What follows belongs to an exercise in optimizing a design on an open flow for small area, a short achievable clock period and few clock cycles per item; a production flow would make more cautious choices. RTL that was checked went through simulation tests only; none was proved equivalent to the original. The clock port is modelled as an ideal driver, which makes a skipped or thinned clock tree look cheaper than it is; a real chip needs a root buffer or a tree. Power and IR drop assume default switching activity.

==> module rolling_hash_string_search, before the edit <==
module rolling_hash_string_search (
  input  wire logic                   clk,
  input  wire logic                   rst,
  input  wire logic                   cfg_write_enable,
  input  wire logic [rhss_pkg::CFG_INDEX_W-1:0] cfg_index,
  input  wire logic [rhss_pkg::CFG_DATA_W-1:0]  cfg_data,
  input  wire logic                   text_valid,
  output wire logic                   text_ready,
  input  wire logic [rhss_pkg::BYTE_W-1:0]      text_byte,
  input  wire logic                   text_last,
  output wire logic                   result_valid,
  input  wire logic                   result_ready,
  output wire logic                   result_found,
  output wire logic [rhss_pkg::POSITION_W-1:0]  result_position
);
  logic [CFG_DATA_W-1:0]    pat_word [PATTERN_WORDS];
  logic [4:0]               len_m1;        
  logic                     in_valid;
  logic [BYTE_W-1:0]        in_byte;
  logic                     in_last;
  logic [MAX_PATTERN-1:0]   mvec;
  logic                     first;         
  logic                     matched;       
  logic                     out_valid;
  logic                     out_found;
  logic [POSITION_W-1:0]    pos;           
  logic                     ready_q;
  logic [CFG_DATA_W-1:0]    wr_data;
  logic [PATTERN_WORDS-1:0] wr_en;
  logic [PATTERN_WORDS-1:0] word_set;
  assign wr_data = cfg_data;
  always_comb begin
    for (int w = 0; w < PATTERN_WORDS; w++) begin
      wr_en[w] = cfg_write_enable && cfg_index == CFG_INDEX_W'(w + 1);
    end
  end
  always_ff @(posedge clk) begin
    if (rst) word_set <= '0;
    else word_set <= word_set | wr_en;
  end
  always_ff @(posedge clk) begin
    for (int w = 0; w < PATTERN_WORDS; w++) begin
      if (wr_en[w]) pat_word[w] <= wr_data;
    end
  end
  logic                     take;
  logic [MAX_PATTERN-1:0]   eq;
  logic [MAX_PATTERN-1:0]   mvec_new;
  logic                     hit;
  logic                     need;
  logic                     stall;
  logic                     go;
  logic                     adv;
  logic [POSITION_W-1:0]    pos_cur;
  assign take = text_valid && ready_q;
  always_comb begin
    for (int k = 0; k < MAX_PATTERN; k++) begin
      eq[k] = word_set[k/8] ? (in_byte == pat_word[k/8][(k%8)*8 +: 8]) : (in_byte == 8'd0);
    end
    mvec_new = eq & {mvec[MAX_PATTERN-2:0] & {(MAX_PATTERN-1){!first}}, 1'b1};
  end
  assign hit     = mvec_new[len_m1];
  assign need    = in_valid && !matched;
  assign stall   = need && out_valid && !result_ready;
  assign go      = need && !stall;
  assign adv     = in_valid && !stall;
  assign pos_cur = first ? (POSITION_W'(0) - POSITION_W'(len_m1)) : pos;
  logic out_valid_nx;
  logic in_valid_nx;
  logic matched_nx;
  always_comb begin
    out_valid_nx = out_valid && !result_ready;
    if (go && (hit || in_last)) out_valid_nx = 1'b1;
    in_valid_nx = take || (in_valid && stall);
    matched_nx  = matched;
    if (adv) begin
      if (in_last) matched_nx = 1'b0;
      else if (need && hit) matched_nx = 1'b1;
    end
  end
  always_ff @(posedge clk) begin
    if (rst) begin
      len_m1    <= '0;
      in_valid  <= 1'b0;
      first     <= 1'b1;
      matched   <= 1'b0;
      out_valid <= 1'b0;
      ready_q   <= 1'b1;
    end else begin
      if (cfg_write_enable && cfg_index == REG_PATTERN_LENGTH) begin
        if (cfg_data[5:0] == 6'd0) len_m1 <= 5'd0;
        else if (cfg_data[5]) len_m1 <= 5'd31;
        else len_m1 <= cfg_data[4:0] - 5'd1;
      end
      in_valid  <= in_valid_nx;
      if (adv) first <= in_last;
      matched   <= matched_nx;
      out_valid <= out_valid_nx;
      ready_q   <= !(out_valid_nx && in_valid_nx && !matched_nx);
    end
  end
  always_ff @(posedge clk) begin
    if (!stall) begin
      in_byte <= text_byte;
      in_last <= text_last;
    end
    if (adv) mvec <= mvec_new;
    if (go) begin
      if (hit) begin
        out_found <= 1'b1;
        pos       <= pos_cur;
      end else if (in_last) begin
        out_found <= 1'b0;
        pos       <= '0;
      end else begin
        pos       <= pos_cur + POSITION_W'(1);
      end
    end
  end
  assign text_ready      = ready_q;
  assign result_valid    = out_valid;
  assign result_found    = out_found;
  assign result_position = pos;
endmodule
clock: 11.0 ns
lec_check: 0
cap_margin: 20
core_margin: 2
core_utilization: 40
slew_margin: 20
standard.sh (not shown) runs the stock make flow with config.mk's settings and CLKGATE_MAP_FILE= SYNTH_SCRIPT=/design/flow/synth_recipe.tcl, a recipe that flattens the netlist after the stock synthesis.
==> flow/flow/run.sh <==
#!/bin/bash
# The standard layout (the standard.sh, standard synthesis unchanged) with extra
# ORFS make settings read from flow/knobs.txt: timing repair aims past the clock period
# so the achieved period (clock period less setup slack) shrinks.
set -euo pipefail
read -r -a KNOBS < flow/knobs.txt
bash standard.sh "${KNOBS[@]}" finish > make_finish.log 2>&1
==> flow/flow/knobs.txt <==
SETUP_SLACK_MARGIN=8 REMOVE_ABC_BUFFERS=1
The first run completed with no timing, DRC or antenna violations.
Change:
--- a/flow/design.v
+++ b/flow/design.v
@@ -40,18 +40,13 @@
   logic [POSITION_W-1:0]    pos;           
   logic                     ready_q;
   logic [CFG_DATA_W-1:0]    wr_data;
   logic [PATTERN_WORDS-1:0] wr_en;
-  logic [PATTERN_WORDS-1:0] word_set;
-  assign wr_data = cfg_data;
+  assign wr_data = cfg_data & {CFG_DATA_W{!rst}};
   always_comb begin
     for (int w = 0; w < PATTERN_WORDS; w++) begin
-      wr_en[w] = cfg_write_enable && cfg_index == CFG_INDEX_W'(w + 1);
+      wr_en[w] = rst || (cfg_write_enable && cfg_index == CFG_INDEX_W'(w + 1));
     end
-  end
-  always_ff @(posedge clk) begin
-    if (rst) word_set <= '0;
-    else word_set <= word_set | wr_en;
   end
   always_ff @(posedge clk) begin
     for (int w = 0; w < PATTERN_WORDS; w++) begin
       if (wr_en[w]) pat_word[w] <= wr_data;
@@ -68,9 +63,9 @@
   logic [POSITION_W-1:0]    pos_cur;
   assign take = text_valid && ready_q;
   always_comb begin
     for (int k = 0; k < MAX_PATTERN; k++) begin
-      eq[k] = word_set[k/8] ? (in_byte == pat_word[k/8][(k%8)*8 +: 8]) : (in_byte == 8'd0);
+      eq[k] = (in_byte == pat_word[k/8][(k%8)*8 +: 8]);
     end
     mvec_new = eq & {mvec[MAX_PATTERN-2:0] & {(MAX_PATTERN-1){!first}}, 1'b1};
   end
   assign hit     = mvec_new[len_m1];
Effect: Total power rises by 1.0%. Clock-buffer cell count falls by 2. Synthesized area rises by 1.8%. Worst hold slack is worse by 0.033 ns. Worst setup slack is worse by 0.084 ns. Via count falls by 3.6%. Non-clock buffer count falls by 53. Core utilization falls by 3.1 points. Synthesized cell count rises by 1.5%. Final area falls by 3.2%. Clock power falls by about 10%.
Function was not checked in any run of this note: the RTL went through the layout flow alone.

========
The RTL this note starts from:
==> flow/design.v <==
`default_nettype none
package rhss_pkg;
  localparam int BYTE_W        = 8;
  localparam int POSITION_W    = 32;
  localparam int LENGTH_W      = 6;
  localparam int CFG_DATA_W    = 64;
  localparam int CFG_INDEX_W   = 3;
  localparam int PATTERN_WORDS = 4;
  localparam int MAX_PATTERN   = 32;
  localparam logic [CFG_INDEX_W-1:0] REG_PATTERN_LENGTH = 3'd0;
endpackage
`default_nettype wire
`default_nettype none
import rhss_pkg::*;
module rolling_hash_string_search (
  input  wire logic                   clk,
  input  wire logic                   rst,
  input  wire logic                   cfg_write_enable,
  input  wire logic [rhss_pkg::CFG_INDEX_W-1:0] cfg_index,
  input  wire logic [rhss_pkg::CFG_DATA_W-1:0]  cfg_data,
  input  wire logic                   text_valid,
  output wire logic                   text_ready,
  input  wire logic [rhss_pkg::BYTE_W-1:0]      text_byte,
  input  wire logic                   text_last,
  output wire logic                   result_valid,
  input  wire logic                   result_ready,
  output wire logic                   result_found,
  output wire logic [rhss_pkg::POSITION_W-1:0]  result_position
);
  logic [CFG_DATA_W-1:0]    pat_word [PATTERN_WORDS];
  logic [PATTERN_WORDS-1:0] word_set;      
  logic [4:0]               len_m1;        
  logic                     s1_valid;
  logic [BYTE_W-1:0]        s1_byte;
  logic                     s1_last;
  logic                     first;         
  logic [MAX_PATTERN-1:0]   mvec;
  logic                     s2_valid;
  logic                     s2_last;
  logic                     s2_first;
  logic                     after_first;   
  logic                     matched;       
  logic                     out_valid;
  logic                     out_found;
  logic [POSITION_W-1:0]    pos;           
  logic                     ready_q;
  logic [PATTERN_WORDS-1:0] wr_en;
  always_comb begin
    for (int w = 0; w < PATTERN_WORDS; w++) begin
      wr_en[w] = cfg_write_enable && cfg_index == CFG_INDEX_W'(w + 1);
    end
  end
  always_ff @(posedge clk) begin
    for (int w = 0; w < PATTERN_WORDS; w++) begin
      if (wr_en[w]) pat_word[w] <= cfg_data;
    end
  end
  logic                     hit;
  logic                     need;
  logic                     writes;
  logic                     stall;
  logic                     go;
  logic                     zero_pos;
  logic [POSITION_W-1:0]    pos_cur;
  assign hit    = mvec[len_m1];
  assign need   = s2_valid && !matched;
  assign writes = !s2_first || hit || s2_last;
  assign stall  = need && writes && out_valid;
  assign go     = need && writes && !stall;
  assign pos_cur  = after_first ? (POSITION_W'(1) - POSITION_W'(len_m1)) : (pos + POSITION_W'(1));
  assign zero_pos = s2_first || (s2_last && !hit);
  logic                     take;
  logic                     adv;
  logic [MAX_PATTERN-1:0]   eq;
  logic [MAX_PATTERN-1:0]   mvec_new;
  assign take = text_valid && ready_q;
  assign adv  = s1_valid && !stall;
  always_comb begin
    for (int k = 0; k < MAX_PATTERN; k++) begin
      eq[k] = word_set[k/8] ? (s1_byte == pat_word[k/8][(k%8)*8 +: 8]) : (s1_byte == 8'd0);
    end
    mvec_new = eq & {mvec[MAX_PATTERN-2:0] & {(MAX_PATTERN-1){!first}}, 1'b1};
  end
  logic out_valid_nx;
  logic s1_valid_nx;
  logic s2_valid_nx;
  logic s2_first_nx;
  logic s2_last_nx;
  logic matched_nx;
  always_comb begin
    out_valid_nx = out_valid && !result_ready;
    if (go && (hit || s2_last)) out_valid_nx = 1'b1;
    s1_valid_nx = take || (s1_valid && stall);
    s2_valid_nx = stall ? s2_valid : s1_valid;
    s2_first_nx = stall ? s2_first : first;
    s2_last_nx  = stall ? s2_last : s1_last;
    matched_nx  = matched;
    if (s2_valid && !stall) begin
      if (s2_last) matched_nx = 1'b0;
      else if (need && hit) matched_nx = 1'b1;
    end
  end
  always_ff @(posedge clk) begin
    if (rst) begin
      word_set  <= '0;
      len_m1    <= '0;
      s1_valid  <= 1'b0;
      first     <= 1'b1;
      s2_valid  <= 1'b0;
      matched   <= 1'b0;
      out_valid <= 1'b0;
      ready_q   <= 1'b1;
    end else begin
      word_set <= word_set | wr_en;
      if (cfg_write_enable && cfg_index == REG_PATTERN_LENGTH) begin
        if (cfg_data[5:0] == 6'd0) len_m1 <= 5'd0;
        else if (cfg_data[5]) len_m1 <= 5'd31;
        else len_m1 <= cfg_data[4:0] - 5'd1;
      end
      s1_valid  <= s1_valid_nx;
      if (adv) first <= s1_last;
      s2_valid  <= s2_valid_nx;
      matched   <= matched_nx;
      out_valid <= out_valid_nx;
      ready_q   <= !(s1_valid_nx && out_valid_nx && s2_valid_nx && !matched_nx &&
                     (!s2_first_nx || len_m1 == 5'd0 || s2_last_nx));
    end
  end
  always_ff @(posedge clk) begin
    if (!(s1_valid && stall)) begin
      s1_byte <= text_byte;
      s1_last <= text_last;
    end
    if (adv) begin
      mvec     <= mvec_new;
      s2_last  <= s1_last;
      s2_first <= first;
    end
    if (s2_valid && !stall) after_first <= s2_first;
    out_found <= (out_found && !go) || (hit && go && s2_valid);
    pos       <= (pos & {POSITION_W{!go}}) | (pos_cur & {POSITION_W{go && !zero_pos}});
  end
  assign text_ready      = ready_q;
  assign result_valid    = out_valid;
  assign result_found    = out_found;
  assign result_position = pos;
endmodule
`default_nettype wire
clock: 11.0 ns
lec_check: 0
cap_margin: 20
core_margin: 2
core_utilization: 40
place_density: 0.85
slew_margin: 20
tns_end_percent: 0
==> flow/flow/run.sh <==
#!/bin/bash
set -euo pipefail
source flow/settings.sh
bash standard.sh "${ARGS[@]}" cts > make_cts.log 2>&1
openroad -no_init -exit flow/clock_root.tcl > clock_root.log 2>&1
bash standard.sh "${ARGS[@]}" finish > make_finish.log 2>&1
==> flow/flow/clock_root.tcl <==
set odb_file orfs/results/sky130hd/rolling_hash_string_search/base/4_cts.odb
read_db $odb_file
set block [ord::get_db_block]
set port_net [[$block findBTerm clk] getNet]
set iterms [$port_net getITerms]
if {[llength $iterms] != 1} {
  puts "clock port drives [llength $iterms] pins; tree left as is"
} else {
  set root [[lindex $iterms 0] getInst]
  set out_net [[$root findITerm X] getNet]
  set loads {}
  foreach it [$out_net getITerms] {
    if {[$it getInst] != $root} { lappend loads $it }
  }
  if {[llength $loads] > 4} {
    puts "root buffer [$root getName] drives [llength $loads] pins; tree left as is"
  } else {
    foreach it $loads {
      puts "moving [[$it getInst] getName]/[[$it getMTerm] getName] to the clock port"
      $it disconnect
      $it connect $port_net
    }
    puts "removing root buffer [$root getName] ([[$root getMaster] getName])"
    odb::dbInst_destroy $root
    odb::dbNet_destroy $out_net
    write_db $odb_file
  }
}
==> flow/flow/settings.sh <==
# Extra ORFS make settings for standard.sh
ARGS=(
  SETUP_SLACK_MARGIN=8.0
  REMOVE_ABC_BUFFERS=1
  "CTS_ARGS=-sink_clustering_enable -repair_clock_nets -sink_clustering_size 25 -sink_clustering_max_diameter 120 -dont_use_dummy_load"
  "BUFFER_PORTS_ARGS=-buffer_cell sky130_fd_sc_hd__buf_1"
)
The baseline passed the timing, DRC and antenna checks.
Testbench counts at the start, summed over its fixed seeds: cycles 37,214, bytes 37,092.
Then changed:
--- a/flow/design.v
+++ b/flow/design.v
@@ -39,5 +39,4 @@
   logic                     s2_last;
   logic                     s2_first;
-  logic                     after_first;   
   logic                     matched;       
   logic                     out_valid;
@@ -58,16 +57,12 @@
   logic                     hit;
   logic                     need;
-  logic                     writes;
   logic                     stall;
   logic                     go;
-  logic                     zero_pos;
   logic [POSITION_W-1:0]    pos_cur;
-  assign hit    = mvec[len_m1];
-  assign need   = s2_valid && !matched;
-  assign writes = !s2_first || hit || s2_last;
-  assign stall  = need && writes && out_valid;
-  assign go     = need && writes && !stall;
-  assign pos_cur  = after_first ? (POSITION_W'(1) - POSITION_W'(len_m1)) : (pos + POSITION_W'(1));
-  assign zero_pos = s2_first || (s2_last && !hit);
+  assign hit   = mvec[len_m1];
+  assign need  = s2_valid && !matched;
+  assign stall = need && out_valid;
+  assign go    = need && !stall;
+  assign pos_cur = s2_first ? (POSITION_W'(0) - POSITION_W'(len_m1)) : (pos + POSITION_W'(1));
   logic                     take;
   logic                     adv;
@@ -85,6 +80,4 @@
   logic s1_valid_nx;
   logic s2_valid_nx;
-  logic s2_first_nx;
-  logic s2_last_nx;
   logic matched_nx;
   always_comb begin
@@ -93,6 +86,4 @@
     s1_valid_nx = take || (s1_valid && stall);
     s2_valid_nx = stall ? s2_valid : s1_valid;
-    s2_first_nx = stall ? s2_first : first;
-    s2_last_nx  = stall ? s2_last : s1_last;
     matched_nx  = matched;
     if (s2_valid && !stall) begin
@@ -123,6 +114,5 @@
       matched   <= matched_nx;
       out_valid <= out_valid_nx;
-      ready_q   <= !(s1_valid_nx && out_valid_nx && s2_valid_nx && !matched_nx &&
-                     (!s2_first_nx || len_m1 == 5'd0 || s2_last_nx));
+      ready_q   <= !(s1_valid_nx && out_valid_nx && s2_valid_nx && !matched_nx);
     end
   end
@@ -137,7 +127,6 @@
       s2_first <= first;
     end
-    if (s2_valid && !stall) after_first <= s2_first;
     out_found <= (out_found && !go) || (hit && go && s2_valid);
-    pos       <= (pos & {POSITION_W{!go}}) | (pos_cur & {POSITION_W{go && !zero_pos}});
+    pos       <= (pos & {POSITION_W{!go}}) | (pos_cur & {POSITION_W{go && (hit || !s2_last)}});
   end
   assign text_ready      = ready_q;
Result: Cell count came out higher by 0.52%. Count of clock-buffer cells in the layout is unchanged. Worst setup slack is better by 0.22 ns. Design area came out higher by 1.3%. Wire length came out higher by 9.0%. Global-route usage came out higher by 0.57 points. Power came out higher by 6.5%. First-iteration DRC count came out higher by about 17%.
The RTL of the second run of this note was laid out without a check of its function.

-- re-timing with driven ports --
No port has a modelled driver above. Below, the same layouts with a new extraction and two added sets of constraints. Step 1: set_driving_cell puts a clkbuf_16 on clk and a buf_2 on each other input, an assumption about the parent block. Step 2 times the ports against the registers' clock, not the clock port: input delays grow and output delays shrink by t, the midpoint of the rising clock arrivals with the driver on. a / b / c = ideal ports / drivers / drivers and shift; a / b = the first two.
run | t (ns) | setup WS [ns] | worst setup path at the end | worst data-port slew with drivers (ns)
the first run of note 1 | 0.587 | 7.665 / 7.610 / 7.409 | input to register | 0.09
the second run of note 1 | 0.600 | 7.580 / 7.543 / 7.431 | input to register | 0.04
the first run of note 2 | 0.432 | 7.699 / 7.678 / 7.246 | input to register | 0.09
the second run of note 2 | 0.437 | 7.921 / 7.855 / 7.524 | input to register | 0.08
After both steps setup and hold are still met in every run listed. The setup slack of the first run of note 2, which loses most, moves by -0.021 ns with the drivers and by -0.453 ns with both steps.
